This design comes from an exercise in tuning for small area, a short achievable clock period and few clock cycles per item on the open sky130 flow, not from production work. In this exercise RTL edits were held to simulation tests only and were not proved equivalent to the original. No activity file was given, so power comes from the tool's default toggle rates.

## flow/config.mk

```make
export PLATFORM = sky130hd
export DESIGN_NAME = burst_mem_ctrl
export DESIGN_NICKNAME = burst_mem_ctrl
export VERILOG_FILES = /design/flow/design.v
export SDC_FILE = /design/flow/constraint.sdc
export NUM_CORES = 4
export LEC_CHECK = 0
export CAP_MARGIN = 20
export CORE_MARGIN = 2
export CORE_UTILIZATION = 50
export CTS_CLUSTER_DIAMETER = 80
export CTS_CLUSTER_SIZE = 20
export SETUP_SLACK_MARGIN = 2.9
export SLEW_MARGIN = 20
export TNS_END_PERCENT = 5
export BUFFER_PORTS_ARGS = -buffer_cell sky130_fd_sc_hd__buf_4
```

## flow/flow/run.sh

```bash
#!/bin/bash
set -euo pipefail
echo "export BUFFER_PORTS_ARGS = -buffer_cell sky130_fd_sc_hd__buf_4" >> config.mk
bash standard.sh > standard.log 2>&1
```

## flow/constraint.sdc

```tcl
create_clock -name core_clock -period 5.6 [get_ports {clk}]
set_input_delay 1.1200 -clock core_clock [delete_from_list [all_inputs] [get_ports {clk}]]
set_output_delay 1.1200 -clock core_clock [all_outputs]
set_load 0.01 [all_outputs]
```

## flow/standard.sh

```bash
#!/bin/bash
# synth_recipe.tcl (not shown) runs the flow's synth.tcl, then flattens the netlist and writes it again
# the make line also repeats each setting of config.mk as NAME=value (left out here)
make -C /OpenROAD-flow-scripts/flow DESIGN_CONFIG=/design/flow/config.mk WORK_HOME=/design/flow/orfs CLKGATE_MAP_FILE= SYNTH_SCRIPT=/design/flow/synth_recipe.tcl "${@:-finish}"
```

## flow/design.v

```verilog
module burst_mem_ctrl #(
  parameter int unsigned DATA_W    = 8,
  parameter int unsigned ADDR_W    = 8,
  parameter int unsigned BURST_LEN = 4,
  parameter int unsigned MEM_DEPTH = 512
) (
  input  logic              clk,
  input  logic              rst,
  input  logic              req_valid,
  output logic              req_ready,
  input  logic              req_write,
  input  logic [ADDR_W-1:0] req_addr,
  input  logic              wr_valid,
  output logic              wr_ready,
  input  logic [DATA_W-1:0] wr_data,
  output logic              rd_valid,
  input  logic              rd_ready,
  output logic [DATA_W-1:0] rd_data,
  output logic              rd_last,
  output logic              busy
);
  localparam int unsigned BEAT_W = $clog2(BURST_LEN);
  localparam int unsigned MEM_AW = $clog2(MEM_DEPTH);
  localparam int unsigned NLINE  = MEM_DEPTH / BURST_LEN;
  localparam int unsigned LINE_W = MEM_AW - BEAT_W;
  localparam int unsigned LA_W   = LINE_W / 2;
  localparam int unsigned LA_N   = 1 << LA_W;
  localparam int unsigned LB_N   = 1 << (LINE_W - LA_W);
  localparam int unsigned RQN = 8;               
  localparam int unsigned WQN = 2;               
  logic [NLINE-1:0][BURST_LEN-1:0][DATA_W-1:0] mem;
  logic [RQN-1:0][LINE_W-1:0] rq_line_q, rq_line_d;
  logic [RQN-1:0][WQN-1:0]    rq_pend_q, rq_pend_d;
  logic [RQN-1:0]             rq_same_q, rq_same_d;
  logic [RQN-1:0]             rq_v_q, rq_v_d;
  logic [NLINE-1:0]           rsel_q, rsel_d;    
  logic [LINE_W-1:0]          lastw_q, lastw_d;  
  logic [BURST_LEN-1:0][DATA_W-1:0] lb_q, lb_d;
  logic                       lb_v_q, lb_v_d;
  logic [BURST_LEN-1:0]       lbb_q, lbb_d;      
  logic [WQN-1:0][LINE_W-1:0] wq_line_q, wq_line_d;
  logic [WQN-1:0]             wq_v_q, wq_v_d;
  logic [BURST_LEN-1:0]       wbb_q, wbb_d;      
  logic [LA_N-1:0]            wsa_q, wsa_d;      
  logic [LB_N-1:0]            wsc_q, wsc_d;      
  logic                       wgo_q, wgo_d;      
  logic                       wgl_q, wgl_d;      
  logic [BURST_LEN-1:0]       wgb_q, wgb_d;      
  logic              req_ready_q, req_ready_d;
  logic              wr_ready_q, wr_ready_d;
  logic              rd_valid_q, rd_valid_d;
  logic [DATA_W-1:0] rd_data_q, rd_data_d;
  logic              rd_last_q, rd_last_d;
  logic              busy_q, busy_d;
  logic              req_fire, wr_fire, w_last, rd_take, lb_load, lb_free;
  logic              w_blk, r_push, w_push;
  logic [LINE_W-1:0] req_line, rline_d;
  logic [BURST_LEN-1:0][DATA_W-1:0] line_rdata;
  function automatic logic [LA_N-1:0] dec_a(input logic [LINE_W-1:0] l);
    for (int i = 0; i < LA_N; i++) dec_a[i] = (l[LA_W-1:0] == LA_W'(i));
  endfunction
  function automatic logic [LB_N-1:0] dec_c(input logic [LINE_W-1:0] l);
    for (int i = 0; i < LB_N; i++) dec_c[i] = (l[LINE_W-1:LA_W] == (LINE_W - LA_W)'(i));
  endfunction
  assign req_line = LINE_W'(req_addr);
  assign req_fire = req_valid && req_ready_q;
  assign r_push   = req_fire && !req_write;
  assign w_push   = req_fire && req_write;
  assign wr_fire  = wr_valid && wgo_q;
  assign w_last   = wr_valid && wgl_q;
  assign rd_take  = lb_v_q && (!rd_valid_q || rd_ready);
  assign lb_free  = !lb_v_q || (lbb_q[BURST_LEN-1] && (!rd_valid_q || rd_ready));
  assign lb_load  = rq_v_q[0] && lb_free &&
                    (!rq_pend_q[0][0] ||
                     (!rq_pend_q[0][WQN-1] && w_last && !rq_same_q[0]));
  always_comb begin
    line_rdata = '0;
    for (int l = 0; l < NLINE; l++) begin
      if (rsel_q[l]) line_rdata = line_rdata | mem[l];
    end
  end
  always_comb begin
    lb_d       = lb_q;
    lb_v_d     = lb_v_q;
    lbb_d      = lbb_q;
    rd_valid_d = rd_valid_q;
    wbb_d      = wbb_q;
    lastw_d    = lastw_q;
    rd_data_d = {DATA_W{!rd_take}} & rd_data_q;
    for (int b = 0; b < BURST_LEN; b++) begin
      rd_data_d = rd_data_d | ({DATA_W{rd_take && lbb_q[b]}} & lb_q[b]);
    end
    rd_last_d = (!rd_take && rd_last_q) || (rd_take && lbb_q[BURST_LEN-1]);
    if (rd_take) begin
      rd_valid_d = 1'b1;
      lbb_d      = {lbb_q[BURST_LEN-2:0], lbb_q[BURST_LEN-1]};
      if (lbb_q[BURST_LEN-1]) lb_v_d = 1'b0;
    end else if (rd_valid_q && rd_ready) begin
      rd_valid_d = 1'b0;
    end
    if (lb_load) begin
      lb_d   = line_rdata;
      lb_v_d = 1'b1;
      lbb_d  = BURST_LEN'(1);
    end
    if (wr_fire) wbb_d = {wbb_q[BURST_LEN-2:0], wbb_q[BURST_LEN-1]};
    for (int i = 0; i < WQN; i++) begin
      if (w_last) begin
        wq_line_d[i] = (i + 1 < WQN) ? wq_line_q[(i + 1) % WQN] : wq_line_q[i];
        wq_v_d[i]    = (i + 1 < WQN) ? wq_v_q[(i + 1) % WQN] : 1'b0;
      end else begin
        wq_line_d[i] = wq_line_q[i];
        wq_v_d[i]    = wq_v_q[i];
      end
    end
    for (int i = 0; i < RQN; i++) rq_pend_d[i] = rq_pend_q[i];
    for (int i = WQN - 1; i >= 0; i--) begin
      if (w_push && !wq_v_d[i] && (i == 0 || wq_v_d[(i + WQN - 1) % WQN])) begin
        wq_line_d[i] = req_line;
        wq_v_d[i]    = 1'b1;
      end
    end
    if (w_push) lastw_d = req_line;
    w_blk = 1'b0;
    for (int i = 0; i < RQN; i++) begin
      logic cand, m_cur, m_nxt;
      cand  = rq_v_q[i] && !(i == 0 && lb_load) &&
              (!rq_pend_q[i][0] || (!rq_pend_q[i][WQN-1] && w_last));
      m_cur = wq_v_q[0] ? (rq_line_q[i] == wq_line_q[0]) : (rq_line_q[i] == req_line);
      m_nxt = wq_v_q[1] ? (rq_line_q[i] == wq_line_q[1]) : (rq_line_q[i] == req_line);
      if (cand && (w_last ? m_nxt : m_cur)) w_blk = 1'b1;
    end
    for (int i = 0; i < RQN; i++) begin
      logic [WQN-1:0] p;
      if (lb_load) begin
        rq_line_d[i] = (i + 1 < RQN) ? rq_line_q[(i + 1) % RQN] : rq_line_q[i];
        p            = (i + 1 < RQN) ? rq_pend_q[(i + 1) % RQN] : rq_pend_q[i];
        rq_same_d[i] = (i + 1 < RQN) ? rq_same_q[(i + 1) % RQN] : rq_same_q[i];
        rq_v_d[i]    = (i + 1 < RQN) ? rq_v_q[(i + 1) % RQN] : 1'b0;
      end else begin
        rq_line_d[i] = rq_line_q[i];
        p            = rq_pend_q[i];
        rq_same_d[i] = rq_same_q[i];
        rq_v_d[i]    = rq_v_q[i];
      end
      rq_pend_d[i] = w_last ? (p >> 1) : p;
    end
    for (int i = RQN - 1; i >= 0; i--) begin
      if (r_push && !rq_v_d[i] && (i == 0 || rq_v_d[(i + RQN - 1) % RQN])) begin
        rq_line_d[i] = req_line;
        rq_pend_d[i] = wq_v_d;
        rq_same_d[i] = (req_line == lastw_q);
        rq_v_d[i]    = 1'b1;
      end
    end
    if (lb_load) rline_d = rq_v_q[1] ? rq_line_q[1] : req_line;
    else         rline_d = rq_v_q[0] ? rq_line_q[0] : req_line;
    for (int l = 0; l < NLINE; l++) rsel_d[l] = (rline_d == LINE_W'(l));
    if (w_last) begin
      wsa_d = wq_v_q[1] ? dec_a(wq_line_q[1]) : dec_a(req_line);
      wsc_d = wq_v_q[1] ? dec_c(wq_line_q[1]) : dec_c(req_line);
    end else begin
      wsa_d = wq_v_q[0] ? wsa_q : dec_a(req_line);
      wsc_d = wq_v_q[0] ? wsc_q : dec_c(req_line);
    end
    req_ready_d = !rq_v_d[RQN-1] && !wq_v_d[WQN-1];
    wr_ready_d  = !w_blk;
    wgo_d       = wr_ready_d && wq_v_d[0];
    wgl_d       = wgo_d && wbb_d[BURST_LEN-1];
    wgb_d       = {BURST_LEN{wgo_d}} & wbb_d;
    busy_d      = (|rq_v_d) || (|wq_v_d) || lb_v_d || rd_valid_d;
  end
  always_ff @(posedge clk) begin
    if (rst) begin
      rq_v_q      <= '0;
      wq_v_q      <= '0;
      wbb_q       <= BURST_LEN'(1);
      lb_v_q      <= 1'b0;
      req_ready_q <= 1'b1;
      wr_ready_q  <= 1'b1;
      wgo_q       <= 1'b0;
      wgl_q       <= 1'b0;
      wgb_q       <= '0;
      rd_valid_q  <= 1'b0;
      rd_last_q   <= 1'b0;
      busy_q      <= 1'b0;
    end else begin
      rq_v_q      <= rq_v_d;
      wq_v_q      <= wq_v_d;
      wbb_q       <= wbb_d;
      lb_v_q      <= lb_v_d;
      req_ready_q <= req_ready_d;
      wr_ready_q  <= wr_ready_d;
      wgo_q       <= wgo_d;
      wgl_q       <= wgl_d;
      wgb_q       <= wgb_d;
      rd_valid_q  <= rd_valid_d;
      rd_last_q   <= rd_last_d;
      busy_q      <= busy_d;
    end
  end
  always_ff @(posedge clk) begin
    rq_line_q  <= rq_line_d;
    rq_pend_q  <= rq_pend_d;
    rq_same_q  <= rq_same_d;
    wq_line_q  <= wq_line_d;
    lastw_q    <= lastw_d;
    rsel_q     <= rsel_d;
    wsa_q      <= wsa_d;
    wsc_q      <= wsc_d;
    lb_q       <= lb_d;
    lbb_q      <= lbb_d;
    rd_data_q  <= rd_data_d;
  end
  always_ff @(posedge clk) begin
    for (int l = 0; l < NLINE; l++) begin
      for (int b = 0; b < BURST_LEN; b++) begin
        if (!rst && wr_valid && wgb_q[b] && wsa_q[l % LA_N] && wsc_q[l / LA_N]) begin
          mem[l][b] <= wr_data;
        end
      end
    end
  end
  assign req_ready = req_ready_q;
  assign wr_ready  = wr_ready_q;
  assign rd_valid  = rd_valid_q;
  assign rd_data   = rd_data_q;
  assign rd_last   = rd_last_q;
  assign busy      = busy_q;
endmodule
```

==> results of run 1 <==
report_power, final:
group | switching [uW] | internal, uW
clock | 11100 | 8990
sequential | 273 | 36300
combinational | 2420 | 613
final timing paths:
kind | to | cells past startpoint | start | slack, ns
worst min register to register | wbb_q[1] | 2 | wbb_q[1] | 0.48
worst max register to register | lb_q[7] | 6 | rsel_q[98] | 2.42
worst max-delay path | lb_q[7] | 6 | rsel_q[98] | 2.42
worst min-delay path | wbb_q[1] | 2 | wbb_q[1] | 0.48
logic make-up after synthesis:
kind of cell | synth area share
compound gates | 0.1124
simple gates | 0.04926
mux | 0.004640
flops | 0.8093
xor+xnor | 0.009473
buf+inv | 0.01497
critical path, stage by stage (launching register included):
cell and delay, ns:
dfxtp_2 0.49, buf_6 0.34, a22o_1 0.25, a221oi_1 0.39, nand4_1 0.56, nor4_2 0.44
nand3_2 0.34
cell usage in the layout, fill, tap and decap left out, types with 40 or more instances in the layout:
master,instances
dfxtp_1,40
clkbuf_16,279
a221oi_2,156
nand4_1,315
xor2_1,88
mux2_2,47
edfxtp_1,4246
buf_4,409
dfxtp_4,63
xnor2_1,87
buf_12,80
dfxtp_2,69
a22oi_1,648
nor2_1,176
diode_2,237
nor4_1,43
a22o_1,701
buf_6,71
a221oi_1,513
nand2_1,71
nand3_1,85
clkbuf_1,55
and3_1,485
what timing repair did:
item / in CTS / in global routing
pin swaps: 83 / 35
cloned: 4 / 4
gates resized for setup: 490 / 183
hold endpoints to repair: 0 / 0
endpoints found under the setup margin: 3149 / 733
setup buffers: 27 / 73
sequential cells by signal, summed over array words and instances, names as in the netlist, 3 cells and up, named ones only:
signal and count:
lastw_q 7, lb_q 32, lbb_q 4, mem 4096, rd_data_q 8, rq_line_q 56, rq_pend_q 16, rq_same_q 8
rq_v_q 8, rsel_q 128, wbb_q 4, wgb_q 3, wq_line_q 14, wsa_q 8, wsc_q 16
synth_stat cells, types with 22 or more instances:
master	instances	area, um2
a21oi_1	29	145.1
a221oi_1	704	6166
a22o_1	704	6166
a22oi_1	658	4940
and3_1	516	3228
buf_1	70	262.8
buf_2	22	110.1
clkbuf_1	527	1978
dfxtp_1	172	3443
edfxtp_1	4246	127500
mux2_2	56	630.6
nand2_1	82	307.8
nand3_1	118	590.6
nand4_1	315	1971
nor2_1	181	679.4
nor3_1	40	200.2
nor4_1	87	544.3
o21ai_0	36	180.2
xnor2_1	87	762.0
xor2_1	88	770.7
through the flow:
stage,utilization,total power (uW)
floorplan,-,37880
global placement,0.5268,39810
detailed placement,0.5270,39840
CTS,0.5590,58920
global route,0.5643,60130
finish,0.5660,59720
metal layers:
| layer | track usage | part of all wire | vias to the layer above |
|---|---|---|---|
| li1 | - | - | 38150 |
| met1 | 0.5715 | 0.30 | 57060 |
| met2 | 0.6359 | 0.39 | 15830 |
| met3 | 0.2684 | 0.20 | 4128 |
| met4 | 0.3840 | 0.10 | 66 |
| met5 | 0.01060 | 0.0017 | - |
final cells by class:
| class | instances | area (um2) | area share |
|---|---|---|---|
| Antenna cell | 237 | 593.1 | 0.003258 |
| Clock buffer | 331 | 7093 | 0.03896 |
| Clock inverter | 21 | 215.2 | 0.001182 |
| Inverter | 10 | 41.29 | 0.0002268 |
| Multi-Input combinational cell | 3853 | 31190 | 0.1713 |
| Sequential cell | 4418 | 131300 | 0.7210 |
| Tap cell | 4305 | 5386 | 0.02959 |
| Timing Repair Buffer | 606 | 6274 | 0.03446 |
==> results by group, run 1 <==
Clocking
  • Clk buf depth: 4
  • Clk pin slew, worst setup/hold paths: approximately 0.08 ns
  • Post-CTS Hold Fix Bufs: 0
  • TritonCTS clock tree: built
  • Inserted Clock Buffers: 263
  • CTS sink count: 4,418
  • Skew-Pair Late Insertion Delay: 0.98 ns
  • CTS Root Cell: clkbuf_16
  • Htree depth: 5

Drt
  • Via density: around 8.4
  • Antenna viol nets, final: 11
  • Wirelength, routed: between 800,000 and 900,000 um
  • DRC viols: 0
  • DR iter-0 viols: about 29,000
  • WL per Instance: between 50 and 60 um
  • First-pass iteration count of the detailed router: 8
  • Routed via count: about 120k

Global routing
  • Global-route wire length before repair: a little over 1,000,000 um
  • Grt ovf: 0
  • Total GRT Usage: 0.4809
  • Vias in the first global route: between 90,000 and 100k
  • Largest net degree at the start of global routing: roughly 160
  • Initial antenna violation count: about 110

Run
  • Total of max-cap violations: 0

Run status
  • Checks that blocked a clean result: antenna rules
  • Status: finished with violations

Timing
  • Least-Margin Pin Slew: 1.411 ns
  • F_max: 0.3146 GHz
  • Final setup viols: 0
  • Final TNS setup: 0 ns
  • Relative slew slack: 0.05945
  • Final setup margin: ~2.4 ns
  • Max Slew Vio Count: 0
  • RSZ-0062 raised after global routing: yes
  • Crit share post-route: 0.5676
  • WHS: 0.4824 ns
  • Worst Clk Skew: ~0.055 ns
  • Period minus WS final: 3.178 ns
  • Hold Fails Final Rpt: 0

Cells and area
  • Area added between synthesis and finish: 12.52%
  • Final instance area: ~180,000 um2
  • Nets: between 9,000 and 10,000
  • Fill cell count: 24,290
  • Non-Filler Instances: around 14,000
  • Share of layout cells above drive strength 1: 0.1601

Synth
  • Mapped cell area: between 150,000 and 200,000 um2
  • FFs w/ async S/R, synth: 0
  • Post-synth EDFFs: 4,246
  • Register area share after synthesis: 0.8093
  • Yosys reg bits: ~4,400
  • Top FF cell, synth: edfxtp_1
  • Distinct cell type count after synthesis: 56
  • Mapped Cells: approximately 9,000
  • Synth Warn #: 1
  • Average cell area after synthesis: between 15 and 20 um2
  • Syn Nets: 8,924

Min path
  • Worst hold path class: reg2reg

Setup path
  • Worst Setup Path Type: reg2reg
  • Critical Path RT: 6.21 ns
  • Crit path DAT: roughly 3.8 ns
  • Worst-path maximum fanout: 15
  • CP Capture Type: register
  • CP startpoint kind: register

Place
  • Inst Count DP: 13,080
  • Routability cong.: between 1 and 1.5
  • Post-DP HPWL: 500,100 um
  • I/O Buffers: 33
  • Post-place setup slack: ~1.1 ns
  • DP Area: roughly 170,000 um2

Die
  • Die W: ~570 um
  • Die Y-Extent: around 570 um
  • Top-Level Pins: 35
  • Core area: 321,700 um2
  • Initial core utilization: 0.5030
  • Die area: approximately 330,000 um2
  • Row cnt: 208

Power and ir drop
  • Power per cell area: 328.0 nW/um2
  • Worst ir drop on vdd: between 0.2 and 0.3 mV
  • P_leak: between 0.05 and 0.06 uW
Testbench counts, summed over its fixed seeds: cycles 7,710, bursts 3,200.
==> inputs of run 2 (changes only) <==
--- a/flow/design.v
+++ b/flow/design.v
@@ -33,7 +33,7 @@
   logic [RQN-1:0][WQN-1:0]    rq_pend_q, rq_pend_d;
   logic [RQN-1:0]             rq_same_q, rq_same_d;
   logic [RQN-1:0]             rq_v_q, rq_v_d;
-  logic [NLINE-1:0]           rsel_q, rsel_d;    
+  logic [LINE_W-1:0]          rline_q;           
   logic [LINE_W-1:0]          lastw_q, lastw_d;  
   logic [BURST_LEN-1:0][DATA_W-1:0] lb_q, lb_d;
   logic                       lb_v_q, lb_v_d;
@@ -73,12 +73,7 @@
   assign lb_load  = rq_v_q[0] && lb_free &&
                     (!rq_pend_q[0][0] ||
                      (!rq_pend_q[0][WQN-1] && w_last && !rq_same_q[0]));
-  always_comb begin
-    line_rdata = '0;
-    for (int l = 0; l < NLINE; l++) begin
-      if (rsel_q[l]) line_rdata = line_rdata | mem[l];
-    end
-  end
+  assign line_rdata = mem[rline_q];
   always_comb begin
     lb_d       = lb_q;
     lb_v_d     = lb_v_q;
@@ -155,7 +150,6 @@
     end
     if (lb_load) rline_d = rq_v_q[1] ? rq_line_q[1] : req_line;
     else         rline_d = rq_v_q[0] ? rq_line_q[0] : req_line;
-    for (int l = 0; l < NLINE; l++) rsel_d[l] = (rline_d == LINE_W'(l));
     if (w_last) begin
       wsa_d = wq_v_q[1] ? dec_a(wq_line_q[1]) : dec_a(req_line);
       wsc_d = wq_v_q[1] ? dec_c(wq_line_q[1]) : dec_c(req_line);
@@ -205,7 +199,7 @@
     rq_same_q  <= rq_same_d;
     wq_line_q  <= wq_line_d;
     lastw_q    <= lastw_d;
-    rsel_q     <= rsel_d;
+    rline_q    <= rline_d;
     wsa_q      <= wsa_d;
     wsc_q      <= wsc_d;
     lb_q       <= lb_d;
==> results by group, run 2 <==
Drt
  • DR iter-0 viols: 9,418
  • WL per Instance: between 30 and 40 um
  • First-pass iteration count of the detailed router: 6
  • DRC viols: 0
  • Antenna viol nets, final: 0
  • Wirelength, routed: roughly 410,000 um
  • Via density: roughly 6.5
  • Routed via count: 80,640

Timing
  • Least-Margin Pin Slew: about 1.3 ns
  • Crit share post-route: 0.5645
  • Relative slew slack: 0.1513
  • Hold Fails Final Rpt: 0
  • Final setup viols: 0
  • F_max: between 0.3 and 0.4 GHz
  • Worst Clk Skew: roughly 0.049 ns
  • RSZ-0062 raised after global routing: yes
  • Final TNS setup: 0 ns
  • Period minus WS final: 3.161 ns
  • Max Slew Vio Count: 0

Die
  • Die Y-Extent: between 500 and 600 um
  • Top-Level Pins: 35
  • Die area: 342,000 um2
  • Initial core utilization: 0.5016
  • Row cnt: 213
  • Core area: ~340,000 um2
  • Die W: 584.8 um

Synth
  • Mapped cell area: around 170,000 um2
  • Syn Nets: just under 8,000
  • Average cell area after synthesis: between 20 and 25 um2
  • Yosys reg bits: 4,297
  • Synth top cells by count: 4,246 x edfxtp_1, 1,024 x mux4_2, 513 x and3_1
  • Synth Warn #: 1
  • Yosys top cell area share: 0.7558
  • Mapped Cells: 7,914
  • Post-synth EDFFs: around 4,200
  • Post-synth top area cell: edfxtp_1
  • Area contributors post-synth: edfxtp_1 76%, mux4_2 14%, and3_1 1.9%, mux2_2 1.1%, a221oi_1 1.0%
  • FFs w/ async S/R, synth: 0
  • Register area share after synthesis: 0.7619
  • Distinct cell type count after synthesis: 55
  • Most common cell in the netlist: edfxtp_1
  • Top FF cell, synth: edfxtp_1

Setup path
  • Crit path DAT: between 3 and 4 ns
  • CP Capture Type: register
  • Critical Path Max Stage Delay: approximately 0.54 ns
  • CP startpoint kind: register
  • CP Cell Sequence: buf_16 -> buf_4 -> clkbuf_16 -> mux4_2 -> mux2_2 -> o22ai_2 -> a21oi_1 -> a21oi_4 -> nand2_1 -> o31a_1
  • Worst-path maximum fanout: 12
  • Slowest-stage cell, CP: mux4_2
  • Worst Setup Path Type: reg2reg
  • Cell family with most CP delay: compound AO/OA/AOI/OAI gates
  • WP buf/inv: 3
  • Critical Path RT: approximately 6.3 ns

Min path
  • Worst hold path class: reg2reg

Power and ir drop
  • Power per cell area: about 330 nW/um2
  • Pwr Total: 60,790 uW
  • P_leak: ~0.058 uW
  • Worst ir drop on vdd: 0.2846 mV

Clocking
  • Htree depth: 4
  • Clk buf depth: 4
  • TritonCTS clock tree: built
  • Clk pin slew, worst setup/hold paths: about 0.09 ns
  • Inserted Clock Buffers: 240
  • Skew-Pair Late Insertion Delay: ~0.96 ns
  • Post-CTS Hold Fix Bufs: 0
  • CTS sink count: approximately 4,300
  • CTS Root Cell: clkbuf_16

Cells and area
  • Nets: roughly 7,900
  • Most frequent cells in the layout: 4,246 x edfxtp_1, 1,024 x mux4_2, 512 x and3_1
  • Commonest non-fill, non-tap cell in the layout: edfxtp_1
  • Largest registers: mem x4096, rq_line_q x56, lb_q x32
  • Share of layout cells above drive strength 1: 0.2617
  • Area added between synthesis and finish: 9.807%
  • Largest Register: mem
  • Number of flip-flops under the largest register name: between 4,000 and 5,000

Run status
  • Status: timing/DRC/antenna clean

Place
  • Routability cong.: roughly 0.84
  • Post-DP HPWL: around 230,000 um
  • I/O Buffers: 33

Global routing
  • Global-route wire length before repair: slightly below 600,000 um
  • Initial antenna violation count: 13
  • Total GRT Usage: 0.2395
  • Grt ovf: 0
  • Vias in the first global route: between 80,000 and 90,000
  • Largest net degree at the start of global routing: 181

Run
  • Total of max-cap violations: 0
## run 2: worst min-delay path: stages, from the launching register on
cell,delay (ns)
dfxtp_1,0.32
nand2_1,0.05
a21oi_1,0.08
## run 2: report_power, final
group / switching [uW] / internal [uW] / leakage [uW] / total (uW)
Combinational: 4150 / 2880 / 0.0164 / 7030
Clock: 10000 / 8060 / 0.00321 / 18100
Sequential: 244 / 35400 / 0.0386 / 35700
## run 2: per-layer routing
layer  GRT usage  vias up  share of wire
met4     0.06062        0          0.023
met5           0        -              0
li1            -    33280              -
met3     0.02423      449          0.068
met2      0.3937     3240           0.50
met1      0.3480    43670           0.41
## run 2: metrics by stage
step / setup WS, ns / instances / instance area [um2] / hold slack [ns] / util
detailed placement: 1.422 / 12040 / 174200 / 0.4841 / 0.5181
CTS: 2.501 / 12420 / 184200 / 0.4833 / 0.5476
global placement: 1.430 / 12040 / 174200 / 0.4712 / 0.5181
global route: 2.411 / 12460 / 185200 / 0.5256 / 0.5506
finish: 2.439 / 12480 / 185200 / 0.5007 / 0.5507
floorplan: 2.658 / 7914 / 168900 / 0.4402 / -
## run 2: worst paths after layout
| path | start | endpoint | slack (ns) | cells after the start |
|---|---|---|---|---|
| worst max-delay path | rline_q[0] | lb_q[12] | 2.44 | 10 |
| worst max register to register | rline_q[0] | lb_q[12] | 2.44 | 10 |
| worst min register to register | wbb_q[2] | wbb_q[2] | 0.50 | 2 |
| worst min-delay path | wbb_q[2] | wbb_q[2] | 0.50 | 2 |
## run 2: area by class of cell
| class | count | area [um2] |
|---|---|---|
| Sequential cell | 4297 | 128500 |
| Clock inverter | 20 | 307.8 |
| Antenna cell | 22 | 55.05 |
| Timing Repair inverter | 1 | 5.005 |
| Inverter | 13 | 53.80 |
| Clock buffer | 283 | 6284 |
| Multi-Input combinational cell | 2998 | 39300 |
| Tap cell | 4515 | 5649 |
| Timing Repair Buffer | 332 | 5034 |
| Fill cell | 25220 | 151100 |
## run 2: kinds of logic after synthesis
group / synth area share
AOI/OAI and AO/OA: 0.03551
xor gates and xnor gates: 0.009086
buffers and inverters: 0.01702
DFF: 0.7619
muxes: 0.1489
and+or+nand+nor: 0.02761
## run 2: what timing repair did
item | in CTS | in global routing
endpoints found under the hold margin | 0 | 0
gates cloned | 29 | 13
buffers inserted | 49 | 23
pin swaps | 64 | 15
resized for setup | 336 | 83
endpoints found under the setup margin | 540 | 1691
Testbench counts of run 2, summed over its fixed seeds: cycles 7,710, bursts 3,200.
==> inputs of run 3 (changes only) <==
--- a/flow/config.mk
+++ b/flow/config.mk
@@ -10,7 +10,7 @@
 export CORE_UTILIZATION = 50
 export CTS_CLUSTER_DIAMETER = 80
 export CTS_CLUSTER_SIZE = 20
-export SETUP_SLACK_MARGIN = 2.9
+export SETUP_SLACK_MARGIN = 3.1
 export SLEW_MARGIN = 20
 export TNS_END_PERCENT = 5
 export BUFFER_PORTS_ARGS = -buffer_cell sky130_fd_sc_hd__buf_4
==> results by group, run 3 <==
Run status
  • Status: timing/DRC/antenna clean

Setup path
  • Reg2reg start: rline_q[0]
  • Critical Path Max Stage Delay: around 0.57 ns
  • CP Capture Type: register
  • Cell family with most CP delay: compound AO/OA/AOI/OAI gates
  • Worst Setup Path Type: reg2reg
  • R2R depth: 7
  • WP buf/inv: 2
  • Worst-path maximum fanout: 21
  • Critical Path RT: between 6 and 7 ns
  • CP startpoint kind: register
  • Crit path DAT: roughly 4 ns
  • CP Cell Sequence: buf_4 -> buf_16 -> mux4_2 -> a22o_1 -> a221oi_1 -> o22ai_1 -> o31a_1
  • Slowest-stage cell, CP: mux4_2
  • Worst reg2reg endpoint: lb_q[30]
  • Reg2reg setup slack: roughly 2.4 ns

Timing
  • Final setup viols: 0
  • Relative slew slack: 0.1766
  • WHS: slightly below 0.5 ns
  • Period minus WS final: 3.187 ns
  • Worst Clk Skew: about 0.033 ns
  • F_max: ~0.31 GHz
  • Max Slew Vio Count: 0
  • Crit share post-route: 0.5691
  • Final TNS setup: 0 ns
  • Hold Fails Final Rpt: 0
  • RSZ-0062 raised after global routing: yes
  • Least-Margin Pin Slew: between 1 and 1.5 ns

Synth
  • Mapped Cells: slightly below 8,000
  • Synth Warn #: 1
  • Syn Nets: just under 8,000
  • Register area share after synthesis: 0.7619
  • Area contributors post-synth: edfxtp_1 76%, mux4_2 14%, and3_1 1.9%, mux2_2 1.1%, a221oi_1 1.0%
  • FFs w/ async S/R, synth: 0
  • Average cell area after synthesis: around 21 um2
  • Yosys top cell area share: 0.7558
  • Mapped cell area: around 170,000 um2
  • Distinct cell type count after synthesis: 55
  • Post-synth top area cell: edfxtp_1
  • Most common cell in the netlist: edfxtp_1
  • Synth top cells by count: 4,246 x edfxtp_1, 1,024 x mux4_2, 513 x and3_1
  • Top FF cell, synth: edfxtp_1
  • Yosys reg bits: approximately 4,300
  • Post-synth EDFFs: between 4,000 and 5,000

Min path
  • Hold endpoint: wbb_q[1]
  • Worst hold path class: reg2reg
  • Hold depth: 2
  • Hold Startpoint: wbb_q[1]

Cells and area
  • Most frequent cells in the layout: 4,246 x edfxtp_1, 1,024 x mux4_2, 500 x and3_1
  • Largest Register: mem
  • Area added between synthesis and finish: 10.13%
  • Register area: ~130,000 um2
  • Fill cell count: ~25,000
  • Multi-input gate area: 39,600 um2
  • Largest registers: mem x4096, rq_line_q x56, lb_q x32
  • Share of layout cells above drive strength 1: 0.2676
  • Number of flip-flops under the largest register name: around 4,100
  • Nets: approximately 8,000
  • Commonest non-fill, non-tap cell in the layout: edfxtp_1

Die
  • Row cnt: about 210
  • Core area: ~340,000 um2
  • Die area: ~340,000 um2
  • Top-Level Pins: 35
  • Die W: 584.8 um
  • Die Y-Extent: 584.8 um
  • Initial core utilization: 0.5016

Power and ir drop
  • Pwr Total: a little over 60,000 uW
  • P_leak: about 0.06 uW
  • Worst ir drop on vdd: around 0.27 mV
  • Switch Pwr: approximately 14,000 uW
  • Clock power frac: 0.298
  • Int Power: approximately 46,000 uW
  • Switching part of the total: 0.2379
  • Combinational fraction of design power: 0.117
  • Power per cell area: about 330 nW/um2
  • Reg power frac: 0.586

Drt
  • Wirelength, routed: 418,000 um
  • Via density: about 6.5
  • DR iter-0 viols: 10,110
  • DRC viols: 0
  • First-pass iteration count of the detailed router: 9
  • WL per Instance: 33.34 um
  • Antenna viol nets, final: 0
  • Routed via count: around 80,000

Global routing
  • Vias in the first global route: ~80,000
  • Initial antenna violation count: 15
  • Total GRT Usage: 0.2398
  • Grt ovf: 0
  • Global-route wire length before repair: 592,400 um
  • Largest net degree at the start of global routing: 182

Run
  • Total of max-cap violations: 0

Clocking
  • TritonCTS clock tree: built
  • CTS Root Cell: clkbuf_16
  • CTS sink count: approximately 4,300
  • Clk pin slew, worst setup/hold paths: about 0.090 ns
  • Skew-Pair Late Insertion Delay: 0.96 ns
  • Post-CTS Hold Fix Bufs: 0
  • Clk buf depth: 4
  • Htree depth: 4
  • Inserted Clock Buffers: between 200 and 250

Place
  • Post-DP HPWL: 232,000 um
  • Routability cong.: 0.8115
  • I/O Buffers: 33
[run 3: cell types whose count changed in the layout (fill, tap and decap cells not counted), moves of 14 or more]
| cell | delta |
|---|---|
| a221oi_1 | +15 |
| a221oi_2 | -25 |
| buf_4 | +39 |
| clkbuf_1 | +17 |
| nand2_1 | -14 |
| o22ai_1 | +16 |
[run 3: per-stage QoR]
stage | std cells | worst slack [ns] | instance area [um2] | utilization
2_1_floorplan | 7914 | 2.666 | 169000 | -
3_3_place_gp | 12050 | 1.462 | 174300 | 0.5182
3_5_place_dp | 12050 | 1.464 | 174300 | 0.5182
4_1_cts | 12450 | 2.377 | 184100 | 0.5475
5_1_grt | 12530 | 2.370 | 185700 | 0.5523
6_report | 12540 | 2.413 | 185800 | 0.5523
[run 3: worst max-delay path by stage]
stage | start | end | slack [ns] | depth (start not counted)
floorplan | wr_valid | rq_line_q[6] | 2.67 | 9
global placement | rline_q[0] | lb_q[4] | 1.46 | 7
detailed placement | rline_q[0] | lb_q[4] | 1.46 | 7
CTS | rline_q[0] | lb_q[0] | 2.38 | 11
global route | rline_q[0] | lb_q[13] | 2.37 | 11
finish | rline_q[0] | lb_q[30] | 2.41 | 7
[run 3: power groups by stage]
stage | clock [uW] | sequential [uW] | combinational [uW]
floorplan | 0 | 36300 | 3610
global placement | 0 | 36400 | 6020
detailed placement | 0 | 36400 | 6090
CTS | 18400 | 35700 | 6850
global route | 19400 | 35700 | 7420
finish | 18100 | 35600 | 7100
[run 3: metal layers]
layer	GRT usage	up-vias	share of wire
met5	0	-	0
met4	0.05628	0	0.027
met3	0.02644	488	0.068
met2	0.3935	3206	0.49
met1	0.3494	43950	0.41
li1	-	33430	-
[run 3: cell type report]
class | count | share of cell area
Sequential cell | 4297 | 0.6920
Clock buffer | 300 | 0.03423
Tap cell | 4515 | 0.03041
Timing Repair inverter | 1 | 0.00003368
Multi-Input combinational cell | 3009 | 0.2132
Inverter | 13 | 0.0003031
Antenna cell | 14 | 0.0001886
Timing Repair Buffer | 367 | 0.02838
Clock inverter | 21 | 0.001320
[run 3: cells by family (layout without fill, tap and decap cells)]
logic type / after synthesis / after routing / share of synthesized area
XOR/XNOR: 175 / 175 / 0.009086
other: 0 / 14 / 0
AO/OA/AOI/OAI: 808 / 809 / 0.03551
AND/OR/NAND/NOR: 807 / 817 / 0.02761
flip-flops: 4297 / 4297 / 0.7619
buffers and inverters: 619 / 702 / 0.01702
multiplexers: 1208 / 1208 / 0.1489
[run 3: what timing repair did]
item	4_1_cts	5_1_grt
cloned	33	13
buffers inserted	47	62
gates resized for setup	346	122
pin swaps	32	30
endpoints found under the setup margin	2385	2307
[run 3: worst reg2reg max path, cell delays in order (launching register included)]
cell      delay, ns
dfxtp_4        0.41
buf_4          0.28
buf_16         0.25
mux4_2         0.61
a22o_1         0.22
a221oi_1       0.41
o22ai_1        0.38
o31a_1         0.41
==> inputs of run 4 (changes only) <==
==> flow/flow/run.sh (replaced) <==
#!/bin/bash
set -euo pipefail
echo "export BUFFER_PORTS_ARGS = -buffer_cell sky130_fd_sc_hd__buf_4" >> config.mk
bash standard.sh MATCH_CELL_FOOTPRINT=0 finish > standard.log 2>&1
--- a/flow/config.mk
+++ b/flow/config.mk
@@ -10,7 +10,7 @@
 export CORE_UTILIZATION = 50
 export CTS_CLUSTER_DIAMETER = 80
 export CTS_CLUSTER_SIZE = 20
-export SETUP_SLACK_MARGIN = 3.1
+export SETUP_SLACK_MARGIN = 3.0
 export SLEW_MARGIN = 20
 export TNS_END_PERCENT = 5
 export BUFFER_PORTS_ARGS = -buffer_cell sky130_fd_sc_hd__buf_4
==> results by group, run 4 <==
Synth
  • Post-synth top area cell: edfxtp_1
  • Register area share after synthesis: 0.7619
  • Average cell area after synthesis: between 20 and 25 um2
  • Mapped cell area: 168,700 um2
  • Yosys top cell area share: 0.7558
  • Top FF cell, synth: edfxtp_1
  • Synth Warn #: 1
  • Synth top cells by count: 4,246 x edfxtp_1, 1,024 x mux4_2, 513 x and3_1
  • Syn Nets: 7,936
  • FFs w/ async S/R, synth: 0
  • Post-synth EDFFs: roughly 4,200
  • Area contributors post-synth: edfxtp_1 76%, mux4_2 14%, and3_1 1.9%, mux2_2 1.1%, a221oi_1 1.0%
  • Mapped Cells: between 7,000 and 8,000
  • Most common cell in the netlist: edfxtp_1
  • Distinct cell type count after synthesis: 55
  • Yosys reg bits: roughly 4,300

Die
  • Die area: approximately 340,000 um2
  • Core area: around 340,000 um2
  • Row cnt: 213
  • Die W: approximately 580 um
  • Initial core utilization: 0.5016
  • Top-Level Pins: 35
  • Die Y-Extent: between 500 and 600 um

Setup path
  • R2R depth: 10
  • Worst Setup Path Type: reg2reg
  • Crit path DAT: around 3.9 ns
  • CP Capture Type: register
  • CP startpoint kind: register
  • Worst-path maximum fanout: 11
  • Critical Path RT: about 6.3 ns

Min path
  • Hold depth: 2
  • Worst hold path class: reg2reg

Cells and area
  • Commonest non-fill, non-tap cell in the layout: edfxtp_1
  • Largest registers: mem x4096, rq_line_q x56, lb_q x32
  • Share of layout cells above drive strength 1: 0.2775
  • Area added between synthesis and finish: 10.74%
  • Largest Register: mem
  • Number of flip-flops under the largest register name: around 4,100
  • Multi-input gate area: approximately 40,000 um2
  • Non-Filler Instances: between 10,000 and 15,000
  • Most frequent cells in the layout: 4,246 x edfxtp_1, 1,024 x mux4_2, 512 x and3_1
  • Register area: 128,500 um2
  • Fill cell count: around 25,000
  • Nets: ~8,000
  • Finished Core Util: 0.5554

Place
  • I/O Buffers: 33
  • Inst Count DP: roughly 12,000
  • Routability cong.: 0.8270
  • Post-DP HPWL: around 230,000 um

Drt
  • DR iter-0 viols: between 9,000 and 10,000
  • WL per Instance: approximately 33 um
  • Routed via count: approximately 80,000
  • DRC viols: 0
  • Antenna viol nets, final: 0
  • First-pass iteration count of the detailed router: 6
  • Wirelength, routed: 418,600 um
  • Via density: between 6 and 7

Clocking
  • Htree depth: 4
  • TritonCTS clock tree: built
  • Skew-Pair Late Insertion Delay: roughly 0.97 ns
  • CTS Root Cell: clkbuf_16
  • CTS sink count: between 4,000 and 5,000
  • Clk buf depth: 4
  • Inserted Clock Buffers: ~240
  • Clk pin slew, worst setup/hold paths: 0.09 ns

Global routing
  • Initial antenna violation count: 16
  • Largest net degree at the start of global routing: between 150 and 200
  • Global-route wire length before repair: 596,600 um
  • Vias in the first global route: between 80,000 and 90,000
  • Grt ovf: 0
  • Total GRT Usage: 0.2415

Timing
  • WHS: 0.4669 ns
  • Worst Clk Skew: 0.06086 ns
  • Period minus WS final: 3.136 ns
  • Final TNS setup: 0 ns
  • Crit share post-route: 0.5599
  • Hold Fails Final Rpt: 0
  • Relative slew slack: 0.2208
  • RSZ-0062 raised after global routing: yes
  • F_max: ~0.32 GHz
  • Least-Margin Pin Slew: 1.157 ns
  • Max Slew Vio Count: 0
  • Final setup viols: 0

Power and ir drop
  • Power per cell area: 326.9 nW/um2
  • Worst ir drop on vdd: 0.3027 mV
  • P_leak: roughly 0.06 uW

Run
  • Total of max-cap violations: 0

Run status
  • Status: timing/DRC/antenna clean
run 4: path summary, 6_finish.rpt:
kind | from | endpoint | slack (ns)
min | rd_data_q[0] | rd_data_q[0] | 0.47
max | rline_q[0] | lb_q[5] | 2.46
min reg2reg | rd_data_q[0] | rd_data_q[0] | 0.47
max reg2reg | rline_q[0] | lb_q[5] | 2.46
run 4: timing repair:
| item | CTS | global route |
|---|---|---|
| setup buffers | 58 | 62 |
| pin swaps | 69 | 35 |
| setup endpoints to repair | 1350 | 1989 |
| resized for setup | 389 | 76 |
| gates cloned | 59 | 20 |
| hold buffers | 0 | 0 |
run 4: metrics by stage:
step	worst slack, ns	area (um2)	total power (uW)
finish	2.464	186800	61060
global route	2.418	186800	62740
CTS	2.505	185300	61150
detailed placement	1.544	174500	42540
global placement	1.531	174400	42470
floorplan	2.666	168900	39860
run 4: cell type report:
class | instances | share of cell area
Sequential cell | 4297 | 0.6882
Antenna cell | 9 | 0.0001206
Timing Repair Buffer | 432 | 0.03253
Multi-Input combinational cell | 3002 | 0.2133
Clock buffer | 307 | 0.03412
Clock inverter | 21 | 0.001212
Inverter | 13 | 0.0002880
Tap cell | 4515 | 0.03024
run 4: critical path, cell delays in order (launching register included):
cell and delay (ns):
dfxtp_4 0.38, buf_12 0.18, buf_16 0.20, buf_12 0.19
buf_4 0.14, clkbuf_16 0.19, mux4_2 0.53, a22o_1 0.29
a221oi_4 0.30, o22ai_1 0.15, o31a_1 0.25
run 4: logic make-up (layout without fill, tap and decap cells):
logic type	Yosys count	in the layout	share of synthesized area
mux	1208	1208	0.1489
simple gates	807	811	0.02761
other cells	0	9	0
compound gates	808	808	0.03551
flops	4297	4297	0.7619
xor+xnor	175	175	0.009086
buf+inv	619	773	0.01702
run 4: power by group:
part           internal, uW  switching [uW]  total [uW]
clock network          8000           10100       18100
registers             35400             152       35600
logic                  3010            4400        7410
run 4: layer usage:
metal	wire length (um)	up-vias	track usage	share of wire
met2	209400	3220	0.3995	0.50
li1	-	33510	-	-
met4	9928	0	0.05719	0.024
met5	0	-	0	0
met1	169700	44000	0.3475	0.41
met3	29480	487	0.02841	0.070
==> inputs of run 5 (changes only) <==
--- a/flow/config.mk
+++ b/flow/config.mk
@@ -10,7 +10,7 @@
 export CORE_UTILIZATION = 50
 export CTS_CLUSTER_DIAMETER = 80
 export CTS_CLUSTER_SIZE = 20
-export SETUP_SLACK_MARGIN = 3.0
+export SETUP_SLACK_MARGIN = 3.3
 export SLEW_MARGIN = 20
-export TNS_END_PERCENT = 5
+export TNS_END_PERCENT = 10
 export BUFFER_PORTS_ARGS = -buffer_cell sky130_fd_sc_hd__buf_4
==> results by group, run 5 <==
Cells and area
  • Nets: between 8,000 and 9,000
  • Share of layout cells above drive strength 1: 0.3037
  • Largest registers: mem x4096, rq_line_q x56, lb_q x32
  • Commonest non-fill, non-tap cell in the layout: edfxtp_1
  • Largest Register: mem
  • Fill cell count: between 20,000 and 25,000
  • Most frequent cells in the layout: 4,246 x edfxtp_1, 1,024 x mux4_2, 439 x and3_1
  • Final instance area: approximately 190,000 um2
  • Area added between synthesis and finish: 12.03%
  • Number of flip-flops under the largest register name: 4,096

Timing
  • Final setup margin: 2.444 ns
  • Worst Clk Skew: between 0.05 and 0.06 ns
  • Max Slew Vio Count: 0
  • Hold Fails Final Rpt: 0
  • Least-Margin Pin Slew: 1.172 ns
  • RSZ-0062 raised after global routing: yes
  • Final setup viols: 0
  • Period minus WS final: approximately 3.2 ns
  • F_max: approximately 0.32 GHz
  • Final TNS setup: 0 ns
  • Relative slew slack: 0.2189
  • Crit share post-route: 0.5636

Global routing
  • Grt ovf: 0
  • Vias in the first global route: ~83,000
  • Global-route wire length before repair: 605,900 um
  • Largest net degree at the start of global routing: around 160
  • Total GRT Usage: 0.2466
  • Initial antenna violation count: 21

Die
  • Initial core utilization: 0.5016
  • Top-Level Pins: 35
  • Core area: around 340,000 um2
  • Die area: approximately 340,000 um2
  • Die Y-Extent: between 500 and 600 um
  • Row cnt: approximately 210
  • Die W: between 500 and 600 um

Clocking
  • CTS sink count: 4,297
  • TritonCTS clock tree: built
  • Clk pin slew, worst setup/hold paths: roughly 0.09 ns
  • Post-CTS Hold Fix Bufs: 0
  • CTS Root Cell: clkbuf_16
  • Skew-Pair Late Insertion Delay: between 0.9 and 1 ns
  • Inserted Clock Buffers: 240
  • Htree depth: 4
  • Clk buf depth: 4

Min path
  • Hold depth: 2
  • Hold endpoint: rd_data_q[3]
  • Hold Startpoint: rd_data_q[3]
  • Worst hold path class: reg2reg

Setup path
  • WP buf/inv: 6
  • CP startpoint kind: register
  • R2R depth: 11
  • Reg2reg setup slack: 2.44 ns
  • Worst reg2reg endpoint: lb_q[15]
  • Worst Setup Path Type: reg2reg
  • Reg2reg start: rline_q[0]
  • Cell family with most CP delay: buffers and inverters
  • Worst-path maximum fanout: 8
  • Critical Path Max Stage Delay: 0.53 ns
  • CP Launch Point: rline_q[0]
  • CP Capture Type: register
  • Crit path top cell by count: buf_16
  • CP Cell Sequence: buf_12 -> buf_16 -> buf_12 -> buf_16 -> buf_16 -> clkbuf_16 -> mux4_2 -> a22o_4 -> a221oi_4 -> o22ai_2 -> o31a_1
  • Slowest-stage cell, CP: mux4_2
  • Critical Path RT: about 6.3 ns
  • Crit path DAT: 3.87 ns

Drt
  • Wirelength, routed: roughly 430,000 um
  • DR iter-0 viols: between 9,000 and 10,000
  • WL per Instance: about 34 um
  • DRC viols: 0
  • Via density: 6.463
  • Antenna viol nets, final: 0
  • Routed via count: a little over 80,000
  • First-pass iteration count of the detailed router: 6

Synth
  • Post-synth EDFFs: 4,246
  • Post-synth top area cell: edfxtp_1
  • Synth Warn #: 1
  • Most common cell in the netlist: edfxtp_1
  • Synth top cells by count: 4,246 x edfxtp_1, 1,024 x mux4_2, 513 x and3_1
  • Syn Nets: slightly below 8,000
  • Top FF cell, synth: edfxtp_1
  • Average cell area after synthesis: about 21 um2
  • Mapped Cells: roughly 7,900
  • Distinct cell type count after synthesis: 55
  • Register area share after synthesis: 0.7619
  • FFs w/ async S/R, synth: 0
  • Mapped cell area: roughly 170,000 um2
  • Yosys reg bits: 4,297
  • Yosys top cell area share: 0.7558
  • Area contributors post-synth: edfxtp_1 76%, mux4_2 14%, and3_1 1.9%, mux2_2 1.1%, a221oi_1 1.0%

Power and ir drop
  • Worst ir drop on vdd: between 0.2 and 0.3 mV
  • P_leak: ~0.06 uW
  • Power per cell area: 324.9 nW/um2
  • Pwr Total: 61,400 uW

Place
  • I/O Buffers: 33
  • Post-DP HPWL: 233,800 um
  • Post-place setup slack: 1.625 ns
  • DP Area: 174,800 um2
  • Routability cong.: ~0.82

Run status
  • Status: timing/DRC/antenna clean

Run
  • Total of max-cap violations: 0
[run 5: cell counts after synthesis]
No cell type changed its count.
[run 5: worst max path at each step]
| stage | to | depth (start not counted) | slack (ns) |
|---|---|---|---|
| after global placement | rq_same_q[0] | 8 | 1.65 |
| after detailed placement | lb_q[14] | 9 | 1.63 |
| after global routing | lb_q[9] | 11 | 2.43 |
| after floorplan | rq_line_q[6] | 9 | 2.67 |
| final | lb_q[15] | 11 | 2.44 |
| after CTS | lb_q[14] | 11 | 2.45 |
[run 5: metal layers]
| metal | GRT usage | vias to the layer above | share of wire |
|---|---|---|---|
| li1 | - | 33730 | - |
| met1 | 0.3536 | 44510 | 0.41 |
| met2 | 0.4071 | 3230 | 0.49 |
| met3 | 0.02858 | 489 | 0.069 |
| met4 | 0.06295 | 0 | 0.029 |
| met5 | 0 | - | 0 |
[run 5: cell type report]
cell class / instances / area [um2] / area share
antenna: 36 / 90.09 / 0.0004767
multi-input combinational: 3009 / 40940 / 0.2166
timing repair inverter: 1 / 8.758 / 0.00004635
clock buffer: 285 / 6260 / 0.03312
sequential: 4297 / 128600 / 0.6804
clock inverter: 18 / 231.5 / 0.001225
timing repair buffer: 507 / 7167 / 0.03792
inverter: 13 / 65.06 / 0.0003443
tap: 4515 / 5649 / 0.02989
[run 5: kinds of logic after synthesis]
kind of cell	Yosys count	synth area share
buffers and inverters	619	0.01702
and+or+nand+nor	807	0.02761
AOI/OAI and AO/OA	808	0.03551
DFF	4297	0.7619
muxes	1208	0.1489
xor gates and xnor gates	175	0.009086
[run 5: what timing repair did]
action,4_1_cts,5_1_grt
resized for setup,563,113
buffers inserted,164,32
pin swaps,111,49
setup endpoints to repair,3215,2226
gates cloned,60,16
endpoints found under the hold margin,0,0
[run 5: power breakdown]
part / leakage (uW) / switching [uW] / internal, uW
combinational: 0.0178 / 4490 / 3210
sequential: 0.0387 / 218 / 35400
clock: 0.00317 / 10100 / 7970
[run 5: worst min-delay path, delay by kind of cell, from the launching register on]
family | cells | cell delay (ns)
compound gates | 1 | 0.06
flops | 1 | 0.34
simple gates | 1 | 0.05
[run 5: per-stage QoR]
stage               utilization  hold slack (ns)  std cells
global route             0.5618           0.4841      12670
global placement         0.5196           0.4493      12070
floorplan                     -           0.4402       7914
CTS                      0.5578           0.4176      12590
finish                   0.5619           0.4742      12680
detailed placement       0.5197           0.4515      12070
==> inputs of run 6 (changes only) <==
--- a/flow/config.mk
+++ b/flow/config.mk
@@ -7,10 +7,10 @@
 export LEC_CHECK = 0
 export CAP_MARGIN = 20
 export CORE_MARGIN = 2
-export CORE_UTILIZATION = 50
+export CORE_UTILIZATION = 65
 export CTS_CLUSTER_DIAMETER = 80
 export CTS_CLUSTER_SIZE = 20
-export SETUP_SLACK_MARGIN = 3.3
+export SETUP_SLACK_MARGIN = 3.0
 export SLEW_MARGIN = 20
-export TNS_END_PERCENT = 10
+export TNS_END_PERCENT = 5
 export BUFFER_PORTS_ARGS = -buffer_cell sky130_fd_sc_hd__buf_4
==> results by group, run 6 <==
Synth
  • Mux cell area share after synthesis: 0.1489
  • Yosys reg bits: between 4,000 and 5,000
  • FFs w/ async S/R, synth: 0
  • Mapped Cells: 7,914
  • Post-synth top area cell: edfxtp_1
  • Compound-Gate Fraction of Synth Area: 0.03551
  • Synth Warn #: 1
  • Area contributors post-synth: edfxtp_1 76%, mux4_2 14%, and3_1 1.9%, mux2_2 1.1%, a221oi_1 1.0%
  • Largest family of logic cells by synthesized area: multiplexers
  • Syn Nets: approximately 7,900
  • Synth top cells by count: 4,246 x edfxtp_1, 1,024 x mux4_2, 513 x and3_1
  • Average cell area after synthesis: between 20 and 25 um2
  • Top FF cell, synth: edfxtp_1
  • Distinct cell type count after synthesis: 55
  • Yosys top cell area share: 0.7558
  • Synth Area in Adders: 0
  • Most common cell in the netlist: edfxtp_1
  • Mapped cell area: roughly 170,000 um2
  • Post-Synth XOR/XNOR Area: 0.009086
  • Post-synth EDFFs: roughly 4,200
  • Register area share after synthesis: 0.7619
  • Simple-gate share of the synthesized area: 0.02761

Cells and area
  • Largest Register: mem
  • Number of flip-flops under the largest register name: ~4,100
  • Commonest non-fill, non-tap cell in the layout: edfxtp_1
  • Nets: 7,923
  • Fill cell count: between 15,000 and 20,000
  • Finished Core Util: 0.7063
  • Most frequent cells in the layout: 4,246 x edfxtp_1, 1,024 x mux4_2, 511 x and3_1
  • Largest registers: mem x4096, rq_line_q x56, lb_q x32
  • Area added between synthesis and finish: 8.352%
  • Non-Filler Instances: 11,370
  • Share of layout cells above drive strength 1: 0.2583

Timing
  • Period minus WS final: between 3 and 4 ns
  • Final TNS setup: 0 ns
  • Final setup viols: 0
  • Relative slew slack: 0.2266
  • Max Slew Vio Count: 0
  • RSZ-0062 raised after global routing: yes
  • Crit share post-route: 0.5833
  • Worst Clk Skew: 0.03615 ns
  • Final setup margin: about 2.3 ns
  • F_max: around 0.31 GHz
  • Least-Margin Pin Slew: between 1 and 1.5 ns
  • Hold Fails Final Rpt: 0
  • WHS: ~0.47 ns

Global routing
  • Largest net degree at the start of global routing: 177
  • Total GRT Usage: 0.3048
  • Vias in the first global route: about 80,000
  • Grt ovf: 0
  • Global-route wire length before repair: about 570,000 um
  • Initial antenna violation count: 16

Die
  • Row cnt: about 190
  • Top-Level Pins: 35
  • Die Y-Extent: roughly 510 um
  • Initial core utilization: 0.6519
  • Core area: 258,800 um2
  • Die W: 513.4 um
  • Die area: 263,600 um2

Power and ir drop
  • Worst ir drop on vdd: around 0.32 mV
  • Clock power frac: 0.293
  • Switch Pwr: roughly 14,000 uW
  • Reg power frac: 0.593
  • P_leak: 0.05787 uW
  • Power per cell area: about 330 nW/um2
  • Int Power: approximately 46,000 uW
  • Combinational fraction of design power: 0.113
  • Switching part of the total: 0.2337

Clocking
  • Clk pin slew, worst setup/hold paths: around 0.090 ns
  • Skew-Pair Late Insertion Delay: roughly 0.93 ns
  • Clk buf depth: 4
  • Htree depth: 4
  • Inserted Clock Buffers: approximately 240
  • CTS Root Cell: clkbuf_16
  • CTS sink count: 4,297
  • TritonCTS clock tree: built

Drt
  • Via density: around 7
  • WL per Instance: roughly 36 um
  • Wirelength, routed: a little over 400,000 um
  • Antenna viol nets, final: 0
  • First-pass iteration count of the detailed router: 6
  • DRC viols: 0
  • Routed via count: approximately 81,000
  • DR iter-0 viols: ~11,000

Setup path
  • Worst-path maximum fanout: 20
  • Reg2reg start: rline_q[0]
  • CP Cell Sequence: buf_16 -> clkbuf_16 -> mux4_2 -> mux2_2 -> o22ai_1 -> a21oi_1 -> a21oi_2 -> nand2_2 -> o31a_1
  • Worst Setup Path Type: reg2reg
  • CP Launch Point: rline_q[0]
  • Slowest-stage cell, CP: mux4_2
  • WP buf/inv: 2
  • Cell family with most CP delay: compound AO/OA/AOI/OAI gates
  • Critical Path RT: 6.27 ns
  • Critical Path Max Stage Delay: 0.57 ns
  • Crit path DAT: 3.94 ns
  • CP startpoint kind: register
  • CP Capture Type: register

Place
  • I/O Buffers: 33
  • Inst Count DP: 10,930
  • Post-DP HPWL: roughly 230,000 um
  • Post-place setup slack: between 1 and 1.5 ns
  • Routability cong.: ~0.87

Min path
  • Worst hold path class: reg2reg

Run
  • Total of max-cap violations: 0

Run status
  • Status: timing/DRC/antenna clean
-- run 6: worst register-to-register path, stage by stage, from the launching register on --
cell	delay, ns
dfxtp_4	0.38
buf_16	0.21
clkbuf_16	0.38
mux4_2	0.59
mux2_2	0.32
o22ai_1	0.19
a21oi_1	0.15
a21oi_2	0.39
nand2_2	0.23
o31a_1	0.20
-- run 6: worst paths after layout --
kind,end,cells after the start,slack [ns]
setup / recovery,lb_q[18],9,2.33
hold / removal,register,2,0.47
setup reg to reg,lb_q[18],9,2.33
hold reg to reg,register,2,0.47
-- run 6: final cells by class --
class | instances | area (um2) | share of cell area
sequential | 4297 | 128600 | 0.7033
multi-input combinational | 3003 | 38850 | 0.2125
clock buffer | 290 | 6321 | 0.03458
timing repair buffer | 344 | 4636 | 0.02536
tap | 3402 | 4257 | 0.02329
clock inverter | 8 | 80.08 | 0.0004381
inverter | 13 | 56.30 | 0.0003080
antenna | 9 | 22.52 | 0.0001232
-- run 6: metal layers --
metal	GRT usage	vias up	wire length [um]
li1	-	33270	-
met1	0.4570	43520	158400
met2	0.4800	4092	196700
met3	0.04056	541	36230
met4	0.09301	0	12390
met5	0	-	0
-- run 6: repair_timing --
action                                  CTS  global route
setup endpoints to repair              1804          2511
hold buffers                              0             0
endpoints found under the hold margin     0             0
gates resized for setup                 259            56
gates cloned                             37             5
buffers inserted                         40            49
pin swaps                                17            12
-- run 6: kinds of logic (layout without fill, tap and decap cells) --
kind of cell    Yosys count  after routing
compound gates          808            808
xor+xnor                175            175
buf+inv                 619            655
flops                  4297           4297
mux                    1208           1208
other cells               0              9
simple gates            807            812
-- run 6: power groups by stage --
stage	combinational [uW]	clock, uW	sequential, uW
3_3_place_gp	5970	0	36400
3_5_place_dp	6030	0	36400
2_1_floorplan	3600	0	36300
4_1_cts	6710	17800	35600
5_1_grt	7090	18800	35700
6_report	6820	17600	35700
-- run 6: through the flow --
step,total power [uW],cell area [um2]
final,60090,182800
after global routing,61580,182800
after floorplan,39860,168900
after global placement,42380,172900
after CTS,60180,181900
after detailed placement,42450,172900
==> inputs of run 7 (changes only) <==
--- a/flow/config.mk
+++ b/flow/config.mk
@@ -7,7 +7,7 @@
 export LEC_CHECK = 0
 export CAP_MARGIN = 20
 export CORE_MARGIN = 2
-export CORE_UTILIZATION = 65
+export CORE_UTILIZATION = 58
 export CTS_CLUSTER_DIAMETER = 80
 export CTS_CLUSTER_SIZE = 20
 export SETUP_SLACK_MARGIN = 3.0
==> results by group, run 7 <==
Run status
  • Status: timing/DRC/antenna clean

Power and ir drop
  • Power per cell area: about 330 nW/um2
  • P_leak: 0.05859 uW
  • Worst ir drop on vdd: approximately 0.27 mV

Clocking
  • CTS sink count: roughly 4,300
  • TritonCTS clock tree: built
  • Htree depth: 4
  • Clk pin slew, worst setup/hold paths: ~0.090 ns
  • CTS Root Cell: clkbuf_16
  • Clk buf depth: 4
  • Inserted Clock Buffers: between 200 and 250
  • Skew-Pair Late Insertion Delay: 0.95 ns

Synth
  • Yosys reg bits: about 4,300
  • Mux cell area share after synthesis: 0.1489
  • Post-synth EDFFs: approximately 4,200
  • Largest family of logic cells by synthesized area: multiplexers
  • Register area share after synthesis: 0.7619
  • Most common cell in the netlist: edfxtp_1
  • Post-Synth XOR/XNOR Area: 0.009086
  • Simple-gate share of the synthesized area: 0.02761
  • Post-synth top area cell: edfxtp_1
  • FFs w/ async S/R, synth: 0
  • Synth Warn #: 1
  • Top FF cell, synth: edfxtp_1
  • Average cell area after synthesis: about 21 um2
  • Synth top cells by count: 4,246 x edfxtp_1, 1,024 x mux4_2, 513 x and3_1
  • Distinct cell type count after synthesis: 55
  • Yosys top cell area share: 0.7558
  • Compound-Gate Fraction of Synth Area: 0.03551
  • Syn Nets: 7,936
  • Synth Area in Adders: 0
  • Mapped cell area: 168,700 um2
  • Mapped Cells: between 7,000 and 8,000
  • Area contributors post-synth: edfxtp_1 76%, mux4_2 14%, and3_1 1.9%, mux2_2 1.1%, a221oi_1 1.0%

Die
  • Die area: 295,200 um2
  • Top-Level Pins: 35
  • Row cnt: between 150 and 200
  • Die W: approximately 540 um
  • Die Y-Extent: around 540 um
  • Core area: a little under 300,000 um2
  • Initial core utilization: 0.5815

Setup path
  • Crit path DAT: about 3.9 ns
  • Worst Setup Path Type: reg2reg
  • Crit. path cell count: 11
  • CP startpoint kind: register
  • Reg2reg setup slack: 2.45 ns
  • Critical Path Max Stage Delay: about 0.54 ns
  • Crit path top cell by count: buf_16
  • Cell family with most CP delay: compound AO/OA/AOI/OAI gates
  • CP Cell Sequence: buf_16 -> buf_4 -> clkbuf_16 -> buf_16 -> mux4_2 -> mux2_2 -> o22ai_1 -> a211oi_1 -> a21oi_2 -> nand2_1 -> o31a_1
  • CP Capture Type: register
  • Reg2reg start: rline_q[0]
  • WP buf/inv: 4
  • Critical Path RT: ~6.3 ns
  • R2R depth: 11
  • Worst reg2reg endpoint: lb_q[22]
  • Slowest-stage cell, CP: mux4_2
  • Worst-path maximum fanout: 12

Drt
  • Routed via count: 81,700
  • Wirelength, routed: 421,800 um
  • DR iter-0 viols: 10,260
  • DRC viols: 0
  • Via density: between 6 and 7
  • Antenna viol nets, final: 0
  • WL per Instance: 35.35 um
  • First-pass iteration count of the detailed router: 6

Min path
  • Worst hold path class: reg2reg
  • Hold Startpoint: rd_data_q[1]
  • Hold depth: 2
  • Hold endpoint: rd_data_q[1]

Cells and area
  • Fill cell count: 19,420
  • Commonest non-fill, non-tap cell in the layout: edfxtp_1
  • Multi-input gate area: a little under 40,000 um2
  • Number of flip-flops under the largest register name: roughly 4,000
  • Largest registers: mem x4096, rq_line_q x56, lb_q x32
  • Area added between synthesis and finish: 9.884%
  • Share of layout cells above drive strength 1: 0.2753
  • Register area: around 130,000 um2
  • Most frequent cells in the layout: 4,246 x edfxtp_1, 1,024 x mux4_2, 511 x and3_1
  • Final instance area: approximately 190,000 um2
  • Nets: about 8,000
  • Largest Register: mem

Global routing
  • Total GRT Usage: 0.2800
  • Grt met3 use: 0.03957
  • Largest net degree at the start of global routing: between 200 and 250
  • Vias in the first global route: between 80,000 and 90,000
  • Gr busiest metal: met2
  • M2 GR Usage: 0.4454
  • M1 GR Usage: 0.4177
  • Grt ovf: 0
  • Global-route wire length before repair: about 590,000 um
  • Initial antenna violation count: 16

Timing
  • Hold Fails Final Rpt: 0
  • Crit share post-route: 0.5626
  • Worst Clk Skew: roughly 0.037 ns
  • Max Slew Vio Count: 0
  • Relative slew slack: 0.1527
  • Final setup viols: 0
  • Period minus WS final: between 3 and 4 ns
  • Least-Margin Pin Slew: 1.271 ns
  • Final setup margin: 2.450 ns
  • RSZ-0062 raised after global routing: yes
  • F_max: 0.3174 GHz
  • Final TNS setup: 0 ns

Place
  • Routability cong.: 0.8274
  • I/O Buffers: 33
  • Post-place setup slack: approximately 1.4 ns
  • DP Area: around 170,000 um2
  • Post-DP HPWL: 231,000 um

Run
  • Total of max-cap violations: 0
==> run 7: worst max-delay path by stage <==
stage                         to  slack [ns]        from
CTS                     lb_q[22]        2.37  rline_q[0]
global placement        lb_q[16]        1.44  rline_q[0]
global route             lb_q[6]        2.43  rline_q[0]
finish                  lb_q[22]        2.45  rline_q[0]
detailed placement      lb_q[28]        1.43  rline_q[0]
floorplan           rq_line_q[6]        2.67    wr_valid
==> run 7: worst register-to-register path, cell delays in order, from the launching register on <==
cell and delay, ns:
dfxtp_4 0.39, buf_16 0.18, buf_4 0.21, clkbuf_16 0.21, buf_16 0.18, mux4_2 0.55, mux2_2 0.28, o22ai_1 0.26
a211oi_1 0.14, a21oi_2 0.29, nand2_1 0.11, o31a_1 0.15
==> run 7: cell type report <==
cell class,count,share of cell area
tap,3900,0.02633
clock inverter,10,0.0006143
antenna,18,0.0002430
inverter,13,0.0002903
timing repair buffer,403,0.03040
sequential,4297,0.6935
multi-input combinational,3005,0.2147
clock buffer,286,0.03396
==> run 7: report_power, final <==
| part | internal [uW] | switching (uW) | leakage (uW) |
|---|---|---|---|
| clock network | 7920 | 9890 | 0.00313 |
| registers | 35400 | 206 | 0.0387 |
| logic | 2940 | 4350 | 0.0168 |
==> run 7: cell families after synthesis <==
family / Yosys count
flip-flops: 4297
multiplexers: 1208
AO/OA/AOI/OAI: 808
AND/OR/NAND/NOR: 807
buffers and inverters: 619
XOR/XNOR: 175
==> run 7: per-layer routing <==
metal,wire (um),vias up
li1,-,33460
met1,172900,44280
met2,205500,3477
met3,32790,488
met4,10580,2
met5,9,-
==> run 7: timing repair <==
item	CTS	global route
pin swaps	23	53
hold buffers	0	0
setup buffers	70	62
cloned	31	25
resized for setup	307	222
setup endpoints to repair	1239	2493
==> run 7: metrics by stage <==
step / hold slack [ns] / power [uW] / util / std cells
4_1_cts: 0.4504 / 60570 / 0.6309 / 11830
5_1_grt: 0.4965 / 62350 / 0.6388 / 11920
2_1_floorplan: 0.4402 / 39860 / - / 7914
3_3_place_gp: 0.4439 / 42480 / 0.5982 / 11430
6_report: 0.4654 / 60730 / 0.6390 / 11930
3_5_place_dp: 0.4446 / 42550 / 0.5982 / 11430

re-timing with driven ports:
Ports are ideal in the flow. The routed layouts listed here were re-timed in OpenROAD.
Step 1 assumes that a clkbuf_16 drives the clock port and a buf_2 every other input.
Step 2, shift: input delay + t, output delay - t, t = (earliest + latest rising clock arrival at the registers) / 2. This alone moves slack from input paths to output paths.
Three values: ideal, step 1, step 2; two values: the first two.
run | t (ns) | setup WS [ns] | hold WS [ns] | worst data-port slew with drivers (ns)
run 1 | 1.079 | 2.422 / 2.422 / 1.678 | 0.482 / 0.421 / 0.482 | 0.09
run 2 | 1.040 | 2.439 / 2.439 / 1.695 | 0.501 / 0.491 / 0.501 | 0.12
run 3 | 1.046 | 2.413 / 2.413 / 1.570 | 0.480 / 0.434 / 0.480 | 0.11
run 4 | 1.043 | 2.464 / 2.464 / 1.704 | 0.467 / 0.467 / 0.467 | 0.07
run 5 | 1.047 | 2.444 / 2.444 / 2.074 | 0.474 / 0.429 / 0.474 | 0.12
run 6 | 1.012 | 2.334 / 2.334 / 1.894 | 0.473 / 0.473 / 0.473 | 0.08
run 7 | 1.036 | 2.450 / 2.450 / 2.045 | 0.465 / 0.462 / 0.465 | 0.05
The setup slack of run 3, which loses most, moves by 0.000 ns with the drivers and by -0.843 ns with both steps.
